Background: an optimization exercise with open tools, aiming at small area, a short achievable clock period and few clock cycles per item. Do not read the settings as production practice.
At most, simulation tests tie the RTL to the original design; equivalence was not proved.
Function not checked in runs 1, 4 and 5: the RTL went through the layout flow alone.
Power and IR drop assume default switching activity. The flow treats the clock pin as an ideal source, which a real chip does not have.

===== design/flow/config.mk =====
export PLATFORM = sky130hd
export DESIGN_NAME = fir_filter
export DESIGN_NICKNAME = fir_filter
export VERILOG_FILES = /design/flow/design.v
export SDC_FILE = /design/flow/constraint.sdc
export NUM_CORES = 4
export LEC_CHECK = 0
export ABC_CLOCK_PERIOD_IN_PS = 100
export CAP_MARGIN = 20
export CORE_MARGIN = 2
export CORE_UTILIZATION = 60
export SLEW_MARGIN = 20

===== design/flow/constraint.sdc =====
create_clock -name core_clock -period 12.0 [get_ports {clk}]
set_input_delay 2.4000 -clock core_clock [delete_from_list [all_inputs] [get_ports {clk}]]
set_output_delay 2.4000 -clock core_clock [all_outputs]
set_load 0.01 [all_outputs]

===== design/flow/design.v =====
package fir_pkg;
    localparam int TAPS = 64;
    localparam int DW   = 16;
    localparam int CW   = 16;
    localparam int OW   = DW + CW + $clog2(TAPS);
    localparam int IW   = $clog2(TAPS);
    typedef logic signed [DW-1:0] sample_t;
    typedef logic signed [CW-1:0] coeff_t;
    typedef logic signed [OW-1:0] acc_t;
    typedef enum logic [1:0] {
        IDLE,
        MAC,
        DONE
    } state_t;
endpackage
module fir_coeff_rom (
    input  logic [fir_pkg::IW-1:0]        idx,
    output logic signed [fir_pkg::CW-1:0] coeff
);
    always_comb begin
        case (idx)
            6'd0: coeff =  16'sd512;
            6'd1: coeff =  16'sd496;
            6'd2: coeff =  16'sd480;
            6'd3: coeff =  16'sd464;
            6'd4: coeff =  16'sd448;
            6'd5: coeff =  16'sd432;
            6'd6: coeff =  16'sd416;
            6'd7: coeff =  16'sd400;
            6'd8: coeff =  16'sd384;
            6'd9: coeff =  16'sd368;
            6'd10: coeff =  16'sd352;
            6'd11: coeff =  16'sd336;
            6'd12: coeff =  16'sd320;
            6'd13: coeff =  16'sd304;
            6'd14: coeff =  16'sd288;
            6'd15: coeff =  16'sd272;
            6'd16: coeff =  16'sd256;
            6'd17: coeff =  16'sd240;
            6'd18: coeff =  16'sd224;
            6'd19: coeff =  16'sd208;
            6'd20: coeff =  16'sd192;
            6'd21: coeff =  16'sd176;
            6'd22: coeff =  16'sd160;
            6'd23: coeff =  16'sd144;
            6'd24: coeff =  16'sd128;
            6'd25: coeff =  16'sd112;
            6'd26: coeff =  16'sd96;
            6'd27: coeff =  16'sd80;
            6'd28: coeff =  16'sd64;
            6'd29: coeff =  16'sd48;
            6'd30: coeff =  16'sd32;
            6'd31: coeff =  16'sd16;
            6'd32: coeff =  16'sd0;
            6'd33: coeff = -16'sd16;
            6'd34: coeff = -16'sd32;
            6'd35: coeff = -16'sd48;
            6'd36: coeff = -16'sd64;
            6'd37: coeff = -16'sd80;
            6'd38: coeff = -16'sd96;
            6'd39: coeff = -16'sd112;
            6'd40: coeff = -16'sd128;
            6'd41: coeff = -16'sd144;
            6'd42: coeff = -16'sd160;
            6'd43: coeff = -16'sd176;
            6'd44: coeff = -16'sd192;
            6'd45: coeff = -16'sd208;
            6'd46: coeff = -16'sd224;
            6'd47: coeff = -16'sd240;
            6'd48: coeff = -16'sd256;
            6'd49: coeff = -16'sd272;
            6'd50: coeff = -16'sd288;
            6'd51: coeff = -16'sd304;
            6'd52: coeff = -16'sd320;
            6'd53: coeff = -16'sd336;
            6'd54: coeff = -16'sd352;
            6'd55: coeff = -16'sd368;
            6'd56: coeff = -16'sd384;
            6'd57: coeff = -16'sd400;
            6'd58: coeff = -16'sd416;
            6'd59: coeff = -16'sd432;
            6'd60: coeff = -16'sd448;
            6'd61: coeff = -16'sd464;
            6'd62: coeff = -16'sd480;
            6'd63: coeff = -16'sd496;
            default: coeff = '0;
        endcase
    end
endmodule
module fir_filter (
    input  logic                          clk,
    input  logic                          rst,
    input  logic signed [fir_pkg::DW-1:0] FIR_input,
    input  logic                          input_valid,
    output logic signed [fir_pkg::OW-1:0] FIR_output,
    output logic                          output_valid
);
    localparam int DW   = fir_pkg::DW;
    localparam int TAPS = fir_pkg::TAPS;
    localparam int TW   = 26;                 
    localparam int SW   = 22;                 
    logic signed [DW-1:0]   d [0:TAPS-1];
    logic [6:0]             cnt;              
    logic signed [TW-1:0]   t;                
    logic signed [SW-1:0]   s;                
    logic signed [TW-1:0]   y;                
    logic                   empty;            
    logic signed [TW-1:0]   a, t_new;
    logic signed [SW-1:0]   b, s_new;
    assign empty = (cnt == 7'd0);
    assign a     = empty ? '0 : t - TW'(s) + (TW'(d[TAPS-1]) <<< 5);
    assign b     = empty ? '0 : s - SW'(d[TAPS-1]);
    assign t_new = {a[TW-1:5] + (TW-5)'(FIR_input), a[4:0]};
    assign s_new = b + SW'(FIR_input);
    always_ff @(posedge clk) begin
        y <= t_new;
        if (input_valid) begin
            d[0] <= FIR_input;
            for (int k = 1; k < TAPS-1; k++) d[k] <= d[k-1];
            t <= t_new;
            s <= s_new;
        end
    end
    always_ff @(posedge clk) begin
        if (rst)
            d[TAPS-1] <= '0;
        else if (input_valid)
            d[TAPS-1] <= (cnt >= 7'(TAPS-1)) ? d[TAPS-2] : '0;
    end
    always_ff @(posedge clk) begin
        if (rst) begin
            cnt          <= '0;
            output_valid <= 1'b0;
        end else begin
            output_valid <= input_valid;
            if (input_valid && cnt != 7'(TAPS-1)) cnt <= cnt + 7'd1;
        end
    end
    assign FIR_output = {{(fir_pkg::OW-TW-4){y[TW-1]}}, y, 4'b0000};
endmodule

===== design/flow/flow/run.sh =====
#!/bin/bash
# The standard layout, with these changes to how it optimises:
#  - timing repair aims well past the required period (a setup margin),
#  - resizing may change a cell's footprint (the platform pins it otherwise),
#  - port buffers start as plain buffers instead of delay cells,
#  - the clock tree has no dummy loads.
set -euo pipefail
bash standard.sh \
  SETUP_SLACK_MARGIN=8.7 \
  MATCH_CELL_FOOTPRINT=0 \
  "BUFFER_PORTS_ARGS=-buffer_cell sky130_fd_sc_hd__buf_4" \
  "CTS_ARGS=-sink_clustering_enable -repair_clock_nets -dont_use_dummy_load -sink_clustering_size 25 -sink_clustering_max_diameter 80" \
  finish > standard.log 2>&1

===== design/flow/standard.sh =====
#!/bin/bash
# synth_recipe.tcl (not shown) runs the flow's synth.tcl, then flattens the netlist and writes it again
# the make line also repeats each setting of config.mk as NAME=value (left out here)
make -C /OpenROAD-flow-scripts/flow DESIGN_CONFIG=/design/flow/config.mk WORK_HOME=/design/flow/orfs CLKGATE_MAP_FILE= SYNTH_SCRIPT=/design/flow/synth_recipe.tcl "${@:-finish}"

==> notes.md, run 1 <==
outcome timing/DRC/antenna clean; Clock transition at path regs 0.09 ns; Nets between 2000 and 2500; Hold Crit Class flop to flop; Seq/Total Area, Yosys approximately 85%; # setup viols final 0; cell chain of the critical path inv_1 -> fa_1 -> inv_1 -> ha_4 -> nand3_2 -> a211oi_4 -> o2111ai_2 -> nand4_1 -> nand2_2 -> o311ai_4 -> o21ai_0 -> a21oi_1 -> ha_1 -> a21oi_1 -> nor2_1 -> or3_1 -> o211a_1 -> nor4b_2 -> o21bai_4 -> xnor2_2; global route overflow 0; Buf/Inv on CP 2; total number of H-tree levels 2; worst endpoint required time approximately 12 ns; worst-case clock buffer depth 3; GP Congestion about 0.87; WL/cell roughly 19 µm; # clock sinks ~1100; CP arrival approximately 5.2 ns; Final Cycle Share around 41%; setup ws final 7.11 ns; Final Hold Vio Count 0; CP max-delay cell fa_1; FF-to-FF path depth 20; Pre-Repair DR Iteration Count 7; synth unique cells 60; CTS tree built; RSZ-0062 raised after global routing yes; Synthesis Warnings 2; Pins Over Slew Limit 0; first-pass GRT wire length roughly 86000 µm; largest net degree at the start of global routing 93; PwrDens around 220 mW/mm²; latest clock arrival within the worst-skew pair around 0.63 ns; crit path max fanout 6; Num CTS Buffers 52; Max Freq ~200 MHz; synth top area cells edfxtp_1 83%, ha_1 3.0%, dfxtp_1 2.6%, fa_1 1.3%, inv_1 1.1%; die area 0.0658 mm²; clock skew 0.0725 ns; ANT nets after route 0; Net Switching 2.63 mW; Syn Area/Cell 20.1 µm²; vias in the first global route between 15000 and 20000; setup_tns 0 ns; # port buffers 53; Via density 5.46; most common cell in the netlist edfxtp_1; DRC viols 0; Setup crit end kind flop; Starting Density 60.7%; top_reg_cell synth edfxtp_1; leak pwr ~15 nW; Synth area leader edfxtp_1; Chip Height 257 µm; post-synth top area share 82.9%; IO Pins just under 60; maximum vdd drop around 210 µV; DP HPWL between 30000 and 40000 µm; Post-Syn Area approximately 0.038 mm²; top cells by count, synth 1056 x edfxtp_1, 115 x inv_1, 99 x nor2_1, 93 x ha_1, 73 x a21oi_1; DR iter-0 viols 1500; Post-CTS Hold Buffers 0; ant diodes 0; Comb pwr share between 20 and 30%; synthesized instance count approximately 1900; Post-synth EDFFs between 1000 and 1500; CP Class flop to flop; Max Cap Viol 0; Worst Hold Depth 0; Reg power frac 51.3%; dpl ws around 6.5 ns; Int Pwr between 6 and 7 mW; Tmin final ~5 ns; CP startpoint kind flop; Async S/R FF share, synth 0%; Worst Max-Slew Pin Slew 0.569 ns; share of layout cells above drive strength 1 16.5%; CTS Root Cell clkbuf_16; Vias approximately 16000; area growth from synthesis to layout 12.2%; Seq cells post-synth between 1000 and 1500; CP max stage delay between 0.5 and 0.6 ns; initial antenna violation count 1; Clk network pwr share between 10% and 20%; fillcell total approximately 4000; core footprint roughly 0.063 mm²; total track usage between 15 and 20%; Routed WL approximately 56000 µm; Slew Limit Headroom 62.0%; Die X about 260 µm; Site Rows 92; CP top delay family compound AO/OA/AOI/OAI gates; critical path depth 20; switching part of the total power between 20% and 30%
-- path summary, 6_finish.rpt --
check,startpoint,end,slack (ns)
max,d[63][3]$_SDFFE_PP0P_,t[25]$_DFFE_PP_,7.11
min,d[2][9]$_DFFE_PP_,d[3][9]$_DFFE_PP_,0.36
max reg2reg,d[63][3]$_SDFFE_PP0P_,t[25]$_DFFE_PP_,7.11
min reg2reg,d[2][9]$_DFFE_PP_,d[3][9]$_DFFE_PP_,0.36
-- stage by stage --
stage	instance area [µm²]	hold WS [ns]	power, mW	instances	utilization, %
6_report	43000	0.360	9.29	2921	68.1
5_1_grt	43000	0.347	9.80	2921	68.1
4_1_cts	42400	0.347	9.09	2889	67.1
3_5_place_dp	40000	0.405	6.97	2793	63.4
3_3_place_gp	40000	0.401	6.92	2793	63.4
2_1_floorplan	38600	0.400	6.38	1909	-
-- metal layers --
layer / vias up / wire [µm] / track usage [%]
met5: - / 0 / 0
li1: 7530 / - / -
met4: 0 / 998 / 4.17
met2: 259 / 24100 / 24.0
met1: 8078 / 28300 / 27.5
met3: 70 / 2440 / 2.79
-- power by group through the flow --
stage                     clock network [mW]  registers [mW]  logic [mW]
after global placement                     0            4.84        2.08
after global routing                    2.01            4.80        2.99
after CTS                               1.89            4.78        2.43
after floorplan                            0            4.81        1.58
after detailed placement                   0            4.85        2.12
final                                   1.80            4.77        2.72
-- repair_timing --
action                                  in CTS  in global routing
pin swaps                                   48                 40
setup buffers                               33                 31
gates resized for setup                    144                 69
endpoints found under the setup margin    1065                 89
gates cloned                                11                  1
-- final cells by class --
type / count / area (µm²) / share of cell area (%)
Sequential cell: 1106 / 32700 / 76.2
Multi-Input combinational cell: 663 / 5800 / 13.5
Timing Repair Buffer: 139 / 1610 / 3.75
Clock buffer: 52 / 1300 / 3.03
Tap cell: 846 / 1060 / 2.46
Inverter: 115 / 435 / 1.01
-- state kept, by name, summed over array words and instances, names as in the netlist --
signal,flops
cnt,7
s,22
output_valid,1
t,26
d,1024
y,26
-- placed cells by master (no fill, tap or decap), types with 6 or more instances in the layout --
master	n
nand4_1	7
buf_6	47
a21oi_1	51
xor2_1	25
edfxtp_1	1056
nand2_1	27
ha_2	8
a211o_1	6
ha_1	69
inv_1	109
nor3_1	19
xnor2_1	38
dfxtp_2	25
nor2b_1	9
nand3_1	13
a21o_1	32
fa_1	20
clkbuf_16	63
buf_16	8
dfxtp_1	24
a21oi_2	20
buf_4	69
o21bai_1	7
o21ai_0	22
and3_1	8
o21a_1	12
nand2b_1	8
o21ai_1	8
nor2_1	93
ha_4	16
a2bb2oi_1	16
-- cell families after synthesis --
group / Yosys count / synth area share, %
flops: 1106 / 85.5
simple gates: 235 / 2.96
compound gates: 234 / 4.09
buf+inv: 140 / 1.49
fa+ha+maj: 117 / 4.30
xor+xnor: 71 / 1.62
mux: 2 / 0.0523
other cells: 1 / 0.00980
==> inputs of run 2 (changes only) <==
--- a/design/flow/design.v
+++ b/design/flow/design.v
@@ -105,13 +105,26 @@
     logic signed [SW-1:0]   s;                
     logic signed [TW-1:0]   y;                
     logic                   empty;            
-    logic signed [TW-1:0]   a, t_new;
-    logic signed [SW-1:0]   b, s_new;
+    logic [TW-1:0]          t_new;
+    logic [SW-1:0]          s_new;
     assign empty = (cnt == 7'd0);
-    assign a     = empty ? '0 : t - TW'(s) + (TW'(d[TAPS-1]) <<< 5);
-    assign b     = empty ? '0 : s - SW'(d[TAPS-1]);
-    assign t_new = {a[TW-1:5] + (TW-5)'(FIR_input), a[4:0]};
-    assign s_new = b + SW'(FIR_input);
+    logic [TW-1:0] tm, sm, om, xm, tu, tv, tp, tq;
+    assign tm    = empty ? '0 : t;
+    assign sm    = ~(empty ? '0 : TW'(s));
+    assign om    = TW'(d[TAPS-1]) << 5;
+    assign xm    = TW'(FIR_input) << 5;
+    assign tu    = tm ^ sm ^ om;
+    assign tv    = {((tm & sm) | (tm & om) | (sm & om)), 1'b1};
+    assign tp    = tu ^ tv ^ xm;
+    assign tq    = {((tu & tv) | (tu & xm) | (tv & xm)), 1'b0};
+    assign t_new = tp + tq;
+    logic [SW-1:0] sa, so, sx, sp, sq;
+    assign sa    = empty ? '0 : s;
+    assign so    = ~(SW'(d[TAPS-1]));
+    assign sx    = SW'(FIR_input);
+    assign sp    = sa ^ so ^ sx;
+    assign sq    = {((sa & so) | (sa & sx) | (so & sx)), 1'b1};
+    assign s_new = sp + sq;
     always_ff @(posedge clk) begin
         y <= t_new;
         if (input_valid) begin
==> notes.md, run 2 <==
outcome timing/DRC/antenna clean; Post-synth EDFFs 1056 (unchanged); first-pass GRT wire length 81600 µm (-4.9%); Pre-Repair DR Iteration Count 5 (-2); Clock transition at path regs 0.09 ns (about the same); CP Class input port to flop; maximum vdd drop 226 µV (+8.9%); Post-Syn Area 0.0376 mm² (-1.9%); Comb pwr share 32.0% (+2.7 points); Slew Limit Headroom 64.5% (+2.5 points); # clock sinks 1106 (unchanged); dpl cells 2641 (-5.4%); top_reg_cell synth edfxtp_1; top cells by count, synth 1056 x edfxtp_1, 101 x inv_1, 57 x nor2_1, 56 x ha_1, 53 x fa_1; largest net degree at the start of global routing 91 (-2.2%); Seq cells post-synth 1106 (unchanged); WL/cell 19.3 µm (+1.1%); Final Hold Vio Count 0 (unchanged); Vias 15000 (-5.8%); # port buffers 53 (unchanged); DRC viols 0 (unchanged); Max Cap Viol 0 (unchanged); Chip Height 254 µm (-0.92%); most common cell after layout, fill and taps aside edfxtp_1; Async S/R FF share, synth 0% (unchanged); Setup crit end kind flop; latest clock arrival within the worst-skew pair 0.61 ns (-0.02 ns); Seq/Total Area, Yosys 87.1% (+1.6 points); R2R setup slack 7.82 ns (+0.71 ns); synth top area cells edfxtp_1 84%, fa_1 2.8%, dfxtp_1 2.7%, ha_1 1.9%, xnor2_1 1.2%; Int Pwr 7.01 mW (+5.3%); # setup viols final 0 (unchanged); fillcell total 3775 (-8.3%); Net Switching 2.68 mW (+1.6%); CP max-delay cell fa_1; most common cell in the netlist edfxtp_1; Worst Hold Depth 0 (unchanged); number of flip-flops in the largest register 1024 (unchanged); RSZ-0062 raised after global routing yes; Hold Path End d[6][15]$_DFFE_PP_; ant diodes 0 (unchanged); worst endpoint required time 12.37 ns (+0.03 ns); DR iter-0 viols 1116 (-26%); synthesized instance count 1763 (-7.5%); Starting Density 60.7% (+0.076 points); DP HPWL 28300 µm (-7.5%); CP startpoint kind input port; synth unique cells 58 (-3.3%); ANT nets after route 0 (unchanged); total number of H-tree levels 2 (unchanged); share of layout cells above drive strength 1 21.5% (+5.1 points); area growth from synthesis to layout 15.1%; fin cells 2791 (-4.5%); Nets 2084 (-5.8%); Reg power frac 49.6% (-1.7 points); FF-to-FF path depth 16 (-20%); worst-case clock buffer depth 3 (unchanged); leak pwr 15.0 nW (-1.6%); cell mode on critical path o211a_4; setup_tns 0 ns (unchanged); CP top delay family compound AO/OA/AOI/OAI gates; switching part of the total power 27.6% (-0.72 points); core footprint 0.0618 mm² (-2.0%); Max Freq 229 MHz (+12%); Final Cycle Share 36.5% (-4.3 points); PwrDens 224 mW/mm² (+3.6%); Top Registers d (1024), t (26), y (26); CTS Root Cell clkbuf_16; CP arrival 4.75 ns (-0.47 ns); clock skew 0.0621 ns (-0.0103 ns); initial antenna violation count 0 (-1); Synth area leader edfxtp_1; Num CTS Buffers 51 (-1.9%); vias in the first global route 14500 (-5.7%); Worst Max-Slew Pin Slew 0.533 ns (-0.0358 ns); most frequent cells in the layout 1056 x edfxtp_1, 86 x inv_1, 71 x buf_6, 64 x clkbuf_16, 57 x buf_4; IO Pins 58 (unchanged); Buf/Inv on CP 4 (+2); global route overflow 0 (unchanged); r2r startpoint cnt[2]$_SDFFE_PP0P_; Routed WL 54000 µm (-3.4%); Worst R2R End t[24]$_DFFE_PP_; CP max stage delay 0.56 ns (+0.05 ns); Via density 5.38 (-1.4%); Synthesis Warnings 2 (unchanged); area of the multi-input gates 0.00565 mm² (-2.6%); Pins Over Slew Limit 0 (unchanged); die area 0.0646 mm² (-1.8%); Hold Crit Class flop to flop; Syn Area/Cell 21.3 µm² (+6.1%); crit path max fanout 3 (-3); Site Rows 91 (-1.1%); worst min-delay path startpoint d[5][15]$_DFFE_PP_; Tmin final 4.37 ns (-0.513 ns); FF/Latch Area 0.0328 mm² (about the same); Clk network pwr share 18.4% (-1.0 points); cell chain of the critical path buf_8 -> inv_8 -> fa_1 -> inv_2 -> fa_2 -> a21o_1 -> a21oi_4 -> o211a_4 -> buf_6 -> o211a_4 -> o311ai_4 -> a21oi_2 -> xnor2_1; Die X 254 µm (-0.92%); Reg with most FFs d; GP Congestion 0.785 (-10%); CTS tree built; total track usage 16.5% (-0.31 points); post-synth top area share 84.4% (+1.6 points)
==> run 2: cell count changes in the layout (fill, tap and decap cells not counted), moves of 15 or more <==
cell | before | now
a22oi_1 | 0 | 16
a21oi_1 | 51 | 21
ha_1 | 69 | 22
fa_1 | 20 | 51
buf_6 | 47 | 71
inv_1 | 109 | 86
a2bb2oi_1 | 16 | 0
nor3_1 | 19 | 3
nor2_1 | 93 | 48
ha_4 | 16 | 31
==> run 2: repair_timing <==
item / in CTS / in global routing
gates resized for setup: 239 / 114
pin swaps: 71 / 62
gates cloned: 10 / 5
setup buffers: 61 / 23
endpoints found under the hold margin: 0 / 0
setup endpoints to repair: 1099 / 557
hold buffers: 0 / 0
==> run 2: power groups by stage <==
| stage | Combinational [mW] | Sequential [mW] | Clock (mW) |
|---|---|---|---|
| final | 3.10 | 4.81 | 1.78 |
| after global routing | 3.32 | 4.84 | 1.98 |
| after CTS | 2.59 | 4.81 | 1.87 |
| after detailed placement | 1.76 | 4.88 | 0 |
| after global placement | 1.74 | 4.87 | 0 |
| after floorplan | 1.26 | 4.85 | 0 |
==> run 2: worst reg2reg max path: stages (launching register included) <==
cell and delay [ns]:
dfxtp_4 0.38, nor4_4 0.29, nand3b_1 0.13, buf_4 0.16, buf_12 0.15, nand2_1 0.19
fa_1 0.48, fa_1 0.58, ha_4 0.24, buf_6 0.12, nand3_2 0.06, nand2_2 0.06
or3_4 0.39, o32ai_4 0.15, o21ai_2 0.13, a31oi_2 0.26, xnor2_2 0.10
==> run 2: per-stage QoR <==
stage / total power, mW / setup WS [ns] / hold slack [ns] / area, µm² / util [%]
floorplan: 6.11 / 7.28 / 0.400 / 37900 / -
global placement: 6.62 / 6.51 / 0.401 / 39300 / 63.6
detailed placement: 6.64 / 6.36 / 0.405 / 39300 / 63.6
CTS: 9.27 / 7.65 / 0.383 / 42300 / 68.5
global route: 10.1 / 7.58 / 0.385 / 43200 / 69.9
finish: 9.69 / 7.63 / 0.393 / 43200 / 69.9
==> run 2: worst max path at each step <==
stage	endpoint	cells after the start	slack (ns)	startpoint
floorplan	s[19]$_DFFE_PP_	9	7.28	FIR_input[15]
global placement	d[18][10]$_DFFE_PP_	4	6.51	input_valid
detailed placement	d[17][10]$_DFFE_PP_	4	6.36	input_valid
CTS	s[19]$_DFFE_PP_	11	7.65	FIR_input[15]
global route	s[21]$_DFFE_PP_	12	7.58	FIR_input[1]
finish	s[18]$_DFFE_PP_	13	7.63	FIR_input[1]
==> run 2: cells by family (layout without fill, tap and decap cells) <==
family          Yosys count  count (layout)  synth area share [%]
buf+inv                 131             319                  1.43
fa+ha+maj               109             109                  4.69
flops                  1106            1106                  87.1
compound gates          178             178                  3.07
mux                       2               2                0.0533
xor+xnor                 68              68                  1.61
other cells               1               4               0.00999
simple gates            168             168                  2.03
==> run 2: final cells by class <==
cell class,count,share of cell area [%]
Inverter,102,0.941
Clock buffer,51,2.95
Multi-Input combinational cell,529,13.1
Tap cell,837,2.42
Sequential cell,1106,75.8
Timing Repair Buffer,166,4.82
==> run 2: routing by layer <==
layer / wire length, µm / global-route usage, % / up-vias
li1: - / - / 6998
met5: 0 / 0 / -
met3: 2220 / 2.81 / 66
met1: 26700 / 26.8 / 7725
met2: 24100 / 24.0 / 225
met4: 954 / 3.70 / 0
Testbench counts of run 2, summed over its fixed seeds: cycles 2,408, items 2,400.
==> inputs of run 3 (changes only) <==
--- a/design/flow/flow/run.sh
+++ b/design/flow/flow/run.sh
@@ -9,5 +9,5 @@
   SETUP_SLACK_MARGIN=8.7 \
   MATCH_CELL_FOOTPRINT=0 \
   "BUFFER_PORTS_ARGS=-buffer_cell sky130_fd_sc_hd__buf_4" \
-  "CTS_ARGS=-sink_clustering_enable -repair_clock_nets -dont_use_dummy_load -sink_clustering_size 25 -sink_clustering_max_diameter 80" \
+  "CTS_ARGS=-sink_clustering_enable -repair_clock_nets -dont_use_dummy_load -sink_clustering_size 30 -sink_clustering_max_diameter 100 -buf_list {sky130_fd_sc_hd__clkbuf_8 sky130_fd_sc_hd__clkbuf_16}" \
   finish > standard.log 2>&1
==> notes.md, run 3 <==
vias in the first global route 14500 (-0.19%); Seq/Total Area, Yosys 87.1% (unchanged); total power draw 9.47 mW (-2.3%); synth unique cells 58 (unchanged); Max Cap Viol 0 (unchanged); total track usage 16.3% (-0.18 points); initial antenna violation count 0 (unchanged); Synthesis Warnings 2 (unchanged); global route overflow 0 (unchanged); outcome timing/DRC/antenna clean; CP arrival 4.73 ns (-0.02 ns); # clock sinks 1106 (unchanged); largest net degree at the start of global routing 91 (unchanged); most common cell after layout, fill and taps aside edfxtp_1; Starting Density 60.7% (unchanged); Tmin final 4.35 ns (-0.0213 ns); latest clock arrival within the worst-skew pair 0.60 ns (about the same); Post-synth EDFFs 1056 (unchanged); WL/cell 19.3 µm (about the same); Reg power frac 50.8% (+1.2 points); dpl ws 6.36 ns (unchanged); crit path max fanout 3 (unchanged); switching part of the total power 27.9% (+0.24 points); Synth area leader edfxtp_1; Chip Height 254 µm (unchanged); Worst Max-Slew Pin Slew 0.558 ns (+0.0247 ns); PwrDens 220 mW/mm² (-1.8%); DR iter-0 viols 1183 (+6.0%); Pins Over Slew Limit 0 (unchanged); setup ws final 7.65 ns (+0.0213 ns); Int Pwr 6.83 mW (-2.6%); GP Congestion 0.785 (unchanged); Hold Crit Class flop to flop; number of flip-flops in the largest register 1024 (unchanged); CP startpoint kind input port; ANT nets after route 0 (unchanged); Clk network pwr share 17.4% (-1.0 points); total number of H-tree levels 2 (unchanged); Top Registers d (1024), t (26), y (26); share of layout cells above drive strength 1 21.6% (+0.055 points); Seq cells post-synth 1106 (unchanged); CTS tree built; clock skew 0.0509 ns (-0.0112 ns); worst-case clock buffer depth 3 (unchanged); synth top area cells edfxtp_1 84%, fa_1 2.8%, dfxtp_1 2.7%, ha_1 1.9%, xnor2_1 1.2%; Pre-Repair DR Iteration Count 7 (+2); Site Rows 91 (unchanged); synthesized instance count 1763 (unchanged); Slew Limit Headroom 62.8% (-1.6 points); DRC viols 0 (unchanged); maximum vdd drop 224 µV (-1.1%); top cells by count, synth 1056 x edfxtp_1, 101 x inv_1, 57 x nor2_1, 56 x ha_1, 53 x fa_1; fillcell total 3791 (+0.42%); Clock transition at path regs 0.11 ns (+0.02 ns); Final Hold Vio Count 0 (unchanged); core footprint 0.0618 mm² (unchanged); Die X 254 µm (unchanged); CTS Root Cell clkbuf_16; worst endpoint required time 12.38 ns (about the same); top_reg_cell synth edfxtp_1; Comb pwr share 31.9% (about the same); Finished Core Util 69.6% (-0.32 points); Net Switching 2.64 mW (-1.4%); setup_tns 0 ns (unchanged); Reg with most FFs d; IO Pins 58 (unchanged); post-synth top area share 84.4% (unchanged); die area 0.0646 mm² (unchanged); Setup crit end kind flop; Via density 5.40 (+0.45%); FF/Latch Area 0.0328 mm² (about the same); ant diodes 0 (unchanged); CP Class input port to flop; area growth from synthesis to layout 14.5%; Nets 2079 (-0.24%); Syn Area/Cell 21.3 µm² (unchanged); most common cell in the netlist edfxtp_1; most frequent cells in the layout 1056 x edfxtp_1, 83 x inv_1, 67 x buf_4, 64 x buf_6, 56 x clkbuf_16; Final Cycle Share 36.3% (-0.18 points); Vias 15100 (+0.27%); Post-CTS Hold Buffers 0 (unchanged); Routed WL 53900 µm (-0.15%); leak pwr 14.9 nW (-0.62%); first-pass GRT wire length 80900 µm (-0.95%); # port buffers 53 (unchanged); area of the multi-input gates 0.00564 mm² (about the same); Num CTS Buffers 43 (-16%); RSZ-0062 raised after global routing yes; Max Freq 230 MHz (+0.49%); # setup viols final 0 (unchanged); Post-Syn Area 0.0376 mm² (unchanged); Async S/R FF share, synth 0% (unchanged); DP HPWL 28300 µm (unchanged)
-- run 3: changes by cell type in the layout (fill, tap and decap cells not counted), moves of 4 or more --
cell       previous run  this run
clkbuf_16            64        56
buf_4                57        67
dfxtp_1              22        18
buf_6                71        64
-- run 3: what timing repair did --
action	CTS	global route
pin swaps	65	58
gates cloned	10	5
setup buffers	58	29
setup endpoints to repair	1098	484
gates resized for setup	252	106
-- run 3: cell families (layout without fill, tap and decap cells) --
kind of cell	Yosys count	in the layout	synth area share, %
AOI/OAI and AO/OA	178	178	3.07
xor gates and xnor gates	68	68	1.61
other	1	4	0.00999
and+or+nand+nor	168	168	2.03
buffers and inverters	131	314	1.43
muxes	2	2	0.0533
DFF	1106	1106	87.1
adders and majority gates	109	109	4.69
-- run 3: layer usage --
metal	part of all wire [%]	up-vias	track usage, %
li1	-	6986	-
met5	0	-	0
met4	1.8	0	3.95
met3	3.9	61	2.61
met1	50	7783	26.6
met2	44	225	23.6
-- run 3: power groups by stage --
stage	Clock (mW)	Sequential [mW]	Combinational, mW
after global routing	1.84	4.84	3.23
final	1.64	4.81	3.02
after CTS	1.73	4.81	2.54
after floorplan	0	4.85	1.26
after detailed placement	0	4.88	1.76
after global placement	0	4.87	1.74
-- run 3: worst max-delay path, cell delays in order --
cell      delay, ns
buf_8          0.09
inv_8          0.03
fa_1           0.51
inv_2          0.07
fa_2           0.41
a21o_1         0.20
a21oi_4        0.16
o211a_4        0.24
o21ai_4        0.07
nor3_4         0.18
nor3_1         0.07
a311oi_1       0.30
-- run 3: final timing paths --
path / endpoint / slack [ns] / start / depth (start not counted)
max: s[20]$_DFFE_PP_ / 7.65 / FIR_input[1] / 12
min: d[58][1]$_DFFE_PP_ / 0.38 / d[57][1]$_DFFE_PP_ / 0
max reg2reg: t[15]$_DFFE_PP_ / 7.81 / cnt[4]$_SDFFE_PP0P_ / 17
min reg2reg: d[58][1]$_DFFE_PP_ / 0.38 / d[57][1]$_DFFE_PP_ / 0
-- run 3: metrics by stage --
stage,hold WS [ns],cells,area (µm²)
after floorplan,0.400,1766,37900
after global placement,0.401,2641,39300
after detailed placement,0.405,2641,39300
after CTS,0.376,2752,42200
after global routing,0.365,2786,43000
final,0.379,2786,43000
-- run 3: layout make-up --
cell class | count | share of cell area, %
Clock buffer | 43 | 2.50
Tap cell | 837 | 2.43
Timing Repair Buffer | 169 | 4.84
Multi-Input combinational cell | 529 | 13.1
Sequential cell | 1106 | 76.2
Inverter | 102 | 0.951
==> inputs of run 4 (changes only) <==
--- a/design/flow/design.v
+++ b/design/flow/design.v
@@ -104,27 +104,31 @@
     logic signed [TW-1:0]   t;                
     logic signed [SW-1:0]   s;                
     logic signed [TW-1:0]   y;                
-    logic                   empty;            
-    logic [TW-1:0]          t_new;
-    logic [SW-1:0]          s_new;
-    assign empty = (cnt == 7'd0);
-    logic [TW-1:0] tm, sm, om, xm, tu, tv, tp, tq;
-    assign tm    = empty ? '0 : t;
-    assign sm    = ~(empty ? '0 : TW'(s));
-    assign om    = TW'(d[TAPS-1]) << 5;
-    assign xm    = TW'(FIR_input) << 5;
-    assign tu    = tm ^ sm ^ om;
-    assign tv    = {((tm & sm) | (tm & om) | (sm & om)), 1'b1};
-    assign tp    = tu ^ tv ^ xm;
-    assign tq    = {((tu & tv) | (tu & xm) | (tv & xm)), 1'b0};
-    assign t_new = tp + tq;
-    logic [SW-1:0] sa, so, sx, sp, sq;
-    assign sa    = empty ? '0 : s;
-    assign so    = ~(SW'(d[TAPS-1]));
-    assign sx    = SW'(FIR_input);
-    assign sp    = sa ^ so ^ sx;
-    assign sq    = {((sa & so) | (sa & sx) | (so & sx)), 1'b1};
-    assign s_new = sp + sq;
+    logic [TW-1:0]          tx, to, ta, t_new;
+    logic [SW-1:0]          sx, so, sa, s_new;
+    fir_pre u_pre (
+        .t     (t),
+        .s     (s),
+        .d_old (d[TAPS-1]),
+        .empty (cnt == 7'd0),
+        .tx    (tx),
+        .to    (to),
+        .ta    (ta),
+        .sx    (sx),
+        .so    (so),
+        .sa    (sa)
+    );
+    fir_post u_post (
+        .x     (FIR_input),
+        .tx    (tx),
+        .to    (to),
+        .ta    (ta),
+        .sx    (sx),
+        .so    (so),
+        .sa    (sa),
+        .t_new (t_new),
+        .s_new (s_new)
+    );
     always_ff @(posedge clk) begin
         y <= t_new;
         if (input_valid) begin
@@ -151,3 +155,53 @@
     end
     assign FIR_output = {{(fir_pkg::OW-TW-4){y[TW-1]}}, y, 4'b0000};
 endmodule
+module fir_pre (
+    input  logic [25:0] t,
+    input  logic [21:0] s,
+    input  logic [15:0] d_old,
+    input  logic        empty,
+    output logic [25:0] tx,
+    output logic [25:0] to,
+    output logic [25:0] ta,
+    output logic [21:0] sx,
+    output logic [21:0] so,
+    output logic [21:0] sa
+);
+    logic [25:0] tm, sm, om, u, v;
+    logic [21:0] ss, os;
+    assign tm = empty ? '0 : t;
+    assign sm = ~(empty ? '0 : {{4{s[21]}}, s});
+    assign om = {{5{d_old[15]}}, d_old, 5'b0};
+    assign u  = tm ^ sm ^ om;
+    assign v  = {((tm & sm) | (tm & om) | (sm & om)), 1'b1};
+    assign tx = u ^ v;
+    assign to = u | v;
+    assign ta = u & v;
+    assign ss = empty ? '0 : s;
+    assign os = ~{{6{d_old[15]}}, d_old};
+    assign sx = ss ^ os;
+    assign so = ss | os;
+    assign sa = ss & os;
+endmodule
+module fir_post (
+    input  logic [15:0] x,
+    input  logic [25:0] tx,
+    input  logic [25:0] to,
+    input  logic [25:0] ta,
+    input  logic [21:0] sx,
+    input  logic [21:0] so,
+    input  logic [21:0] sa,
+    output logic [25:0] t_new,
+    output logic [21:0] s_new
+);
+    logic [25:0] xt, tp, tq;
+    logic [21:0] xs, sp, sq;
+    assign xt    = {{5{x[15]}}, x, 5'b0};
+    assign xs    = {{6{x[15]}}, x};
+    assign tp    = tx ^ xt;
+    assign tq    = {((xt & to) | (~xt & ta)), 1'b0};
+    assign sp    = sx ^ xs;
+    assign sq    = {((xs & so) | (~xs & sa)), 1'b1};
+    assign t_new = tp + tq;
+    assign s_new = sp + sq;
+endmodule
--- a/design/flow/flow/run.sh
+++ b/design/flow/flow/run.sh
@@ -9,5 +9,5 @@
   SETUP_SLACK_MARGIN=8.7 \
   MATCH_CELL_FOOTPRINT=0 \
   "BUFFER_PORTS_ARGS=-buffer_cell sky130_fd_sc_hd__buf_4" \
-  "CTS_ARGS=-sink_clustering_enable -repair_clock_nets -dont_use_dummy_load -sink_clustering_size 30 -sink_clustering_max_diameter 100 -buf_list {sky130_fd_sc_hd__clkbuf_8 sky130_fd_sc_hd__clkbuf_16}" \
+  "CTS_ARGS=-sink_clustering_enable -repair_clock_nets -dont_use_dummy_load -sink_clustering_size 25 -sink_clustering_max_diameter 80" \
   finish > standard.log 2>&1
--- a/design/flow/config.mk
+++ b/design/flow/config.mk
@@ -10,3 +10,5 @@
 export CORE_MARGIN = 2
 export CORE_UTILIZATION = 60
 export SLEW_MARGIN = 20
+export SYNTH_HIERARCHICAL = 1
+export SYNTH_MINIMUM_KEEP_SIZE = 0
==> notes.md, run 4 <==
# port buffers 53 (unchanged); Starting Density 60.7% (about the same); Hold Path End d[8][11]$_DFFE_PP_; worst endpoint required time 12.32 ns (-0.06 ns); leak pwr 15.5 nW (+4.2%); Synthesis Warnings 9 (+7); Vias 16400 (+9.1%); number of flip-flops in the largest register 1024 (unchanged); fin cells 2970 (+6.6%); Reg with most FFs d; Top Registers d (1024), t (26), y (26); Routed WL 59400 µm (+10%); # clock sinks 1106 (unchanged); clock skew 0.0674 ns (+0.0164 ns); CP arrival 4.77 ns (+0.04 ns); CTS tree built; IO Pins 58 (unchanged); setup ws final 7.55 ns (-0.0943 ns); Die X 259 µm (+2.0%); fillcell total 3977 (+4.9%); Tmin final 4.45 ns (+0.0943 ns); setup_tns 0 ns (unchanged); Site Rows 93 (+2.2%); die area 0.0673 mm² (+4.1%); latest clock arrival within the worst-skew pair 0.63 ns (+0.03 ns); DP HPWL 31300 µm (+10%); Setup crit end kind flop; global route overflow 0 (unchanged); first-pass GRT wire length 89700 µm (+11%); Final Hold Vio Count 0 (unchanged); RSZ-0062 raised after global routing yes; Post-Syn Area 0.0391 mm² (+4.2%); GP Congestion 0.813 (+3.6%); core footprint 0.0645 mm² (+4.3%); Worst Hold Depth 0 (unchanged); Pins Over Slew Limit 0 (unchanged); cell chain of the critical path buf_12 -> mux2_4 -> ha_4 -> a21o_1 -> a2111o_1 -> or3_4 -> a21oi_4 -> buf_6 -> o2111ai_4 -> o211ai_2 -> xnor2_1; Max Freq 225 MHz (-2.1%); dpl cells 2822 (+6.9%); r2r startpoint cnt[0]$_SDFFE_PP0P_; most frequent cells in the layout 1056 x edfxtp_1, 81 x ha_1, 75 x inv_1, 66 x buf_4, 63 x clkbuf_16; Syn Area/Cell 20.2 µm² (-5.1%); Num CTS Buffers 53 (+23%); worst hold slack 0.362 ns (-0.0174 ns); total track usage 17.4% (+1.0 points); synthesized instance count 1935 (+9.8%); crit path max fanout 5 (+2); Chip Height 259 µm (+2.0%); Clock transition at path regs 0.09 ns (-0.02 ns); Via density 5.53 (+2.3%); placed cell area 0.0410 mm² (+4.2%); total power draw 9.50 mW (+0.29%); PwrDens 211 mW/mm² (-4.0%); worst min-delay path startpoint d[7][11]$_DFFE_PP_; area growth from synthesis to layout 14.8%; WL/cell 20.0 µm (+3.4%); CTS Root Cell clkbuf_16; initial antenna violation count 0 (unchanged); CP startpoint kind input port; Worst R2R End t[25]$_DFFE_PP_; Worst Max-Slew Pin Slew 1.06 ns (+0.502 ns); DRC viols 0 (unchanged); most common cell after layout, fill and taps aside edfxtp_1; Setup crit start FIR_input[4]; largest net degree at the start of global routing 113 (+24%); Hold Crit Class flop to flop; Slew Limit Headroom 29.2% (-34 points); share of layout cells above drive strength 1 23.9% (+2.3 points); CP max stage delay 0.41 ns (-0.10 ns); vias in the first global route 15900 (+9.7%); Nets 2270 (+9.2%); Final Cell Area 0.0449 mm² (+4.5%); ant diodes 0 (unchanged); Pre-Repair DR Iteration Count 5 (-2); Final Cycle Share 37.1% (+0.79 points); # setup viols final 0 (unchanged); Finished Core Util 69.7% (+0.14 points); total number of H-tree levels 2 (unchanged); Post-CTS Hold Buffers 0 (unchanged); dpl ws 6.40 ns (+0.0441 ns); FF-to-FF path depth 23 (+6); ANT nets after route 0 (unchanged); CP max-delay cell or3_4; worst-case clock buffer depth 3 (unchanged); maximum vdd drop 168 µV (-25%); outcome timing/DRC/antenna clean; DR iter-0 viols 1222 (+3.3%); CP Class input port to flop; Max Cap Viol 0 (unchanged); R2R setup slack 7.57 ns (-0.24 ns)
-- run 4: cell types whose count changed in the layout (fill, tap and decap cells not counted), moves of 17 or more --
cell     before  now
xor2_1       13   42
fa_1         48    1
nor2_4        3   20
ha_1         25   81
mux2_4        0   20
xnor2_1      38   60
mux2_2        0   19
ha_4         30   47
nor2_1       49   28
-- run 4: final cells by class --
| type | count | area [µm²] | area share, % |
|---|---|---|---|
| sequential | 1106 | 32800 | 72.9 |
| multi-input combinational | 709 | 7500 | 16.7 |
| timing repair buffer | 160 | 1940 | 4.33 |
| clock buffer | 53 | 1330 | 2.95 |
| tap | 855 | 1070 | 2.38 |
| inverter | 87 | 347 | 0.771 |
-- run 4: where the power goes --
part	internal, mW	switching [mW]	leakage (nW)
logic	1.40	1.39	4.14
registers	4.68	0.184	10.8
clock network	0.787	1.05	0.653
total	6.87	2.63	15.5
-- run 4: how the worst max path moves through the flow --
stage | endpoint | slack (ns) | cells past startpoint
3_5_place_dp | d[31][12]$_DFFE_PP_ | 6.40 | 4
2_1_floorplan | t[19]$_DFFE_PP_ | 7.40 | 9
3_3_place_gp | d[51][8]$_DFFE_PP_ | 6.50 | 4
5_1_grt | t[25]$_DFFE_PP_ | 7.40 | 21
6_report | t[25]$_DFFE_PP_ | 7.55 | 11
4_1_cts | t[19]$_DFFE_PP_ | 7.60 | 19
-- run 4: metal layers --
layer  wire length, µm  global-route usage, %
met3              2360                   2.71
met5                 0                      0
met4              1350                   4.61
met2             26600                   25.4
met1             29100                   27.7
-- run 4: what timing repair did --
| action | 4_1_cts | 5_1_grt |
|---|---|---|
| buffers inserted | 42 | 41 |
| gates resized for setup | 215 | 142 |
| cloned | 9 | 3 |
| pin swaps | 36 | 87 |
| endpoints found under the setup margin | 1125 | 420 |
-- run 4: critical path: cells and delay by family --
kind / cells / cell delay, ns
and+or+nand+nor: 1 / 0.41
muxes: 1 / 0.31
xor gates and xnor gates: 1 / 0.10
adders and majority gates: 1 / 0.25
AOI/OAI and AO/OA: 5 / 1.02
buffers and inverters: 2 / 0.26
==> inputs of run 5 (changes only) <==
--- a/design/flow/design.v
+++ b/design/flow/design.v
@@ -194,14 +194,55 @@
     output logic [25:0] t_new,
     output logic [21:0] s_new
 );
-    logic [25:0] xt, tp, tq;
-    logic [21:0] xs, sp, sq;
-    assign xt    = {{5{x[15]}}, x, 5'b0};
-    assign xs    = {{6{x[15]}}, x};
-    assign tp    = tx ^ xt;
-    assign tq    = {((xt & to) | (~xt & ta)), 1'b0};
-    assign sp    = sx ^ xs;
-    assign sq    = {((xs & so) | (~xs & sa)), 1'b1};
-    assign t_new = tp + tq;
-    assign s_new = sp + sq;
-endmodule
+    logic [25:0] tp, tg, tc;
+    logic [21:0] sp, sg, sc;
+    fir_pg #(.W(26), .SH(5), .CIN(0)) u_tpg (.x(x), .cx(tx), .co(to), .ca(ta), .p(tp), .g(tg));
+    fir_pg #(.W(22), .SH(0), .CIN(1)) u_spg (.x(x), .cx(sx), .co(so), .ca(sa), .p(sp), .g(sg));
+    fir_carry #(.W(26)) u_tc (.p(tp), .g(tg), .c(tc));
+    fir_carry #(.W(22)) u_sc (.p(sp), .g(sg), .c(sc));
+    assign t_new = tp ^ tc;
+    assign s_new = sp ^ sc;
+endmodule
+module fir_pg #(
+    parameter int W   = 26,
+    parameter int SH  = 5,
+    parameter int CIN = 0
+) (
+    input  logic [15:0]  x,
+    input  logic [W-1:0] cx,
+    input  logic [W-1:0] co,
+    input  logic [W-1:0] ca,
+    output logic [W-1:0] p,
+    output logic [W-1:0] g
+);
+    logic [W-1:0] xe, sm, cy;
+    assign xe = W'({{(W-16){x[15]}}, x} << SH);
+    assign sm = cx ^ xe;
+    assign cy = {((xe[W-2:0] & co[W-2:0]) | (~xe[W-2:0] & ca[W-2:0])), 1'(CIN)};
+    assign p  = sm ^ cy;
+    assign g  = sm & cy;
+endmodule
+module fir_carry #(
+    parameter int W = 26
+) (
+    input  logic [W-1:0] p,
+    input  logic [W-1:0] g,
+    output logic [W-1:0] c
+);
+    localparam int LV = $clog2(W);
+    logic [(LV+1)*W-1:0] gg, pp;
+    assign gg[W-1:0] = g;
+    assign pp[W-1:0] = p;
+    for (genvar l = 0; l < LV; l++) begin : g_lvl
+        for (genvar i = 0; i < W; i++) begin : g_bit
+            if (i >= (1 << l)) begin : g_op
+                assign gg[(l+1)*W+i] = gg[l*W+i] | (pp[l*W+i] & gg[l*W+i-(1<<l)]);
+                assign pp[(l+1)*W+i] = pp[l*W+i] & pp[l*W+i-(1<<l)];
+            end else begin : g_pass
+                assign gg[(l+1)*W+i] = gg[l*W+i];
+                assign pp[(l+1)*W+i] = pp[l*W+i];
+            end
+        end
+    end
+    assign c = {gg[(LV+1)*W-2:LV*W], 1'b0};
+endmodule
==> notes.md, run 5 <==
Setup crit end kind flop; CP arrival 4.63 ns (-0.14 ns); RSZ-0062 raised after global routing yes; area of the multi-input gates 0.00720 mm² (-4.0%); Max Cap Viol 0 (unchanged); synthesized instance count 1929 (-0.31%); # setup viols final 0 (unchanged); latest clock arrival within the worst-skew pair 0.62 ns (about the same); Post-Syn Area 0.0392 mm² (+0.12%); Final Hold Vio Count 0 (unchanged); Chip Height 260 µm (about the same); most frequent cells in the layout 1056 x edfxtp_1, 83 x ha_1, 70 x clkbuf_16, 68 x inv_1, 67 x xor2_1; fin cells 2946 (-0.81%); worst endpoint required time 12.33 ns (about the same); core footprint 0.0645 mm² (unchanged); Reg with most FFs d; first-pass GRT wire length 89600 µm (about the same); WL/cell 20.0 µm (-0.15%); setup_tns 0 ns (unchanged); outcome timing/DRC/antenna clean; vias in the first global route 16000 (+0.40%); worst-case clock buffer depth 3 (unchanged); Max Freq 233 MHz (+3.4%); Finished Core Util 69.1% (-0.57 points); Hold Crit Class flop to flop; fillcell total 4049 (+1.8%); ANT nets after route 0 (unchanged); total number of H-tree levels 2 (unchanged); area growth from synthesis to layout 13.8%; Pre-Repair DR Iteration Count 5 (unchanged); Worst Max-Slew Pin Slew 1.01 ns (-0.0483 ns); Worst R2R End t[23]$_DFFE_PP_; maximum vdd drop 199 µV (+19%); FF-to-FF path depth 19 (-17%); CTS Root Cell clkbuf_16; Worst Hold Depth 0 (unchanged); # port buffers 53 (unchanged); CP Class flop to flop; IO Pins 58 (unchanged); crit path max fanout 6 (+1); Tmin final 4.30 ns (-0.148 ns); Top Registers d (1024), t (26), y (26); Setup crit start cnt[0]$_SDFFE_PP0P_; share of layout cells above drive strength 1 22.7% (-1.2 points); DP HPWL 30300 µm (-3.0%); DR iter-0 viols 1295 (+6.0%); worst min-delay path startpoint d[9][12]$_DFFE_PP_; r2r startpoint cnt[0]$_SDFFE_PP0P_; Vias 16100 (-1.9%); clock skew 0.0769 ns (+0.00953 ns); Num CTS Buffers 54 (+1.9%); Slew Limit Headroom 32.5% (+3.2 points); FF/Latch Area 0.0328 mm² (about the same); Pins Over Slew Limit 0 (unchanged); CP startpoint kind flop; ant diodes 0 (unchanged); Routed WL 58900 µm (-0.96%); dpl cells 2807 (-0.53%); number of flip-flops in the largest register 1024 (unchanged); Syn Area/Cell 20.3 µm² (+0.43%); CTS tree built; R2R setup slack 7.70 ns (+0.13 ns); total power draw 11.0 mW (+16%); Via density 5.47 (-1.1%); Synthesis Warnings 9 (unchanged); largest net degree at the start of global routing 100 (-12%); Site Rows 93 (unchanged); Hold Path End d[10][12]$_DFFE_PP_; Nets 2246 (-1.1%); total track usage 17.2% (-0.13 points); global route overflow 0 (unchanged); # clock sinks 1106 (unchanged); Clock transition at path regs 0.09 ns (about the same); leak pwr 15.6 nW (about the same); most common cell after layout, fill and taps aside edfxtp_1; DRC viols 0 (unchanged); Starting Density 60.8% (+0.074 points); Die X 260 µm (about the same); initial antenna violation count 0 (unchanged); GP Congestion 0.785 (-3.4%); PwrDens 247 mW/mm² (+17%); die area 0.0674 mm² (+0.12%); worst hold slack 0.366 ns (+0.00425 ns); Final Cycle Share 35.8% (-1.2 points)
## run 5: layout make-up
class                   instances  share of cell area [%]
repair buffers                143                    4.08
well taps                     855                    2.40
inverters                      80                   0.755
repair inverters                3                  0.0870
clock buffers                  54                    3.03
multi-input cells             705                    16.2
flip-flops and latches       1106                    73.5
## run 5: stage by stage
stage                     area (µm²)  worst slack, ns
after detailed placement       40900             6.79
after global routing           44600             7.56
after global placement         40900             6.95
final                          44600             7.70
after CTS                      43800             7.73
after floorplan                39700             7.54
## run 5: worst max path at each step
stage                 endpoint  slack, ns
4_1_cts        t[18]$_DFFE_PP_       7.73
3_3_place_gp   t[19]$_DFFE_PP_       6.95
2_1_floorplan  t[19]$_DFFE_PP_       7.54
3_5_place_dp   t[19]$_DFFE_PP_       6.79
5_1_grt        t[23]$_DFFE_PP_       7.56
6_report       t[23]$_DFFE_PP_       7.70
## run 5: metal layers
layer / vias up / share of wire, % / track usage [%]
met1: 8220 / 48 / 26.6
met3: 91 / 3.7 / 2.40
li1: 7538 / - / -
met2: 264 / 46 / 26.2
met5: - / 0 / 0
met4: 0 / 2.5 / 4.92
## run 5: what timing repair did
action | CTS | global route
gates cloned | 17 | 5
hold buffers | 0 | 0
pin swaps | 63 | 45
setup buffers | 43 | 20
resized for setup | 189 | 89
endpoints found under the setup margin | 1111 | 652
## run 5: where the power goes
group          internal (mW)  total (mW)  switching, mW  leakage [nW]
registers               4.76        4.94          0.179          10.8
logic                   2.08        4.22           2.14          4.13
clock network          0.800        1.85           1.05         0.665
## run 5: critical path, stage by stage, from the launching register on
cell	delay, ns
dfxtp_4	0.35
inv_4	0.07
ha_4	0.13
or4b_4	0.46
nor3_4	0.18
clkbuf_16	0.23
clkinv_16	0.09
a21oi_4	0.16
o21a_1	0.20
ha_4	0.15
inv_2	0.03
mux2_4	0.27
ha_4	0.25
a21oi_4	0.16
o211ai_1	0.14
a221o_1	0.36
buf_6	0.14
o311ai_4	0.34
a21oi_2	0.11
xor2_1	0.19

afterwards: timing with drivers on the ports:
The flow's constraints put no driver on any port. The routed layouts listed below were extracted and timed again, unchanged, in two steps. Step 1 assumes that a clkbuf_16 drives the clock port and a buf_2 every other input. Step 2 moves the port delays by t, midway between the first and last clock arrival at a register: inputs arrive t later, outputs are due t later. That takes back most of the time a late clock gives input paths. a / b / c = ideal ports / drivers / drivers and shift; a / b = the first two.
run | t, ns | setup WS [ns] | slew at the worst register clock pin (ns)
run 1 | 0.664 | 7.113 / 7.113 / 6.784 | 0.09 / 0.09
run 2 | 0.645 | 7.626 / 7.633 / 6.988 | 0.09 / 0.09
run 3 | 0.641 | 7.647 / 7.660 / 7.019 | 0.11 / 0.11
run 4 | 0.658 | 7.553 / 7.561 / 6.902 | 0.10 / 0.10
run 5 | 0.653 | 7.701 / 7.701 / 7.089 | 0.10 / 0.10
After both steps every run listed still meets setup and hold. The setup slack of run 4, which loses most, moves by +0.008 ns with the drivers and by -0.651 ns with both steps.
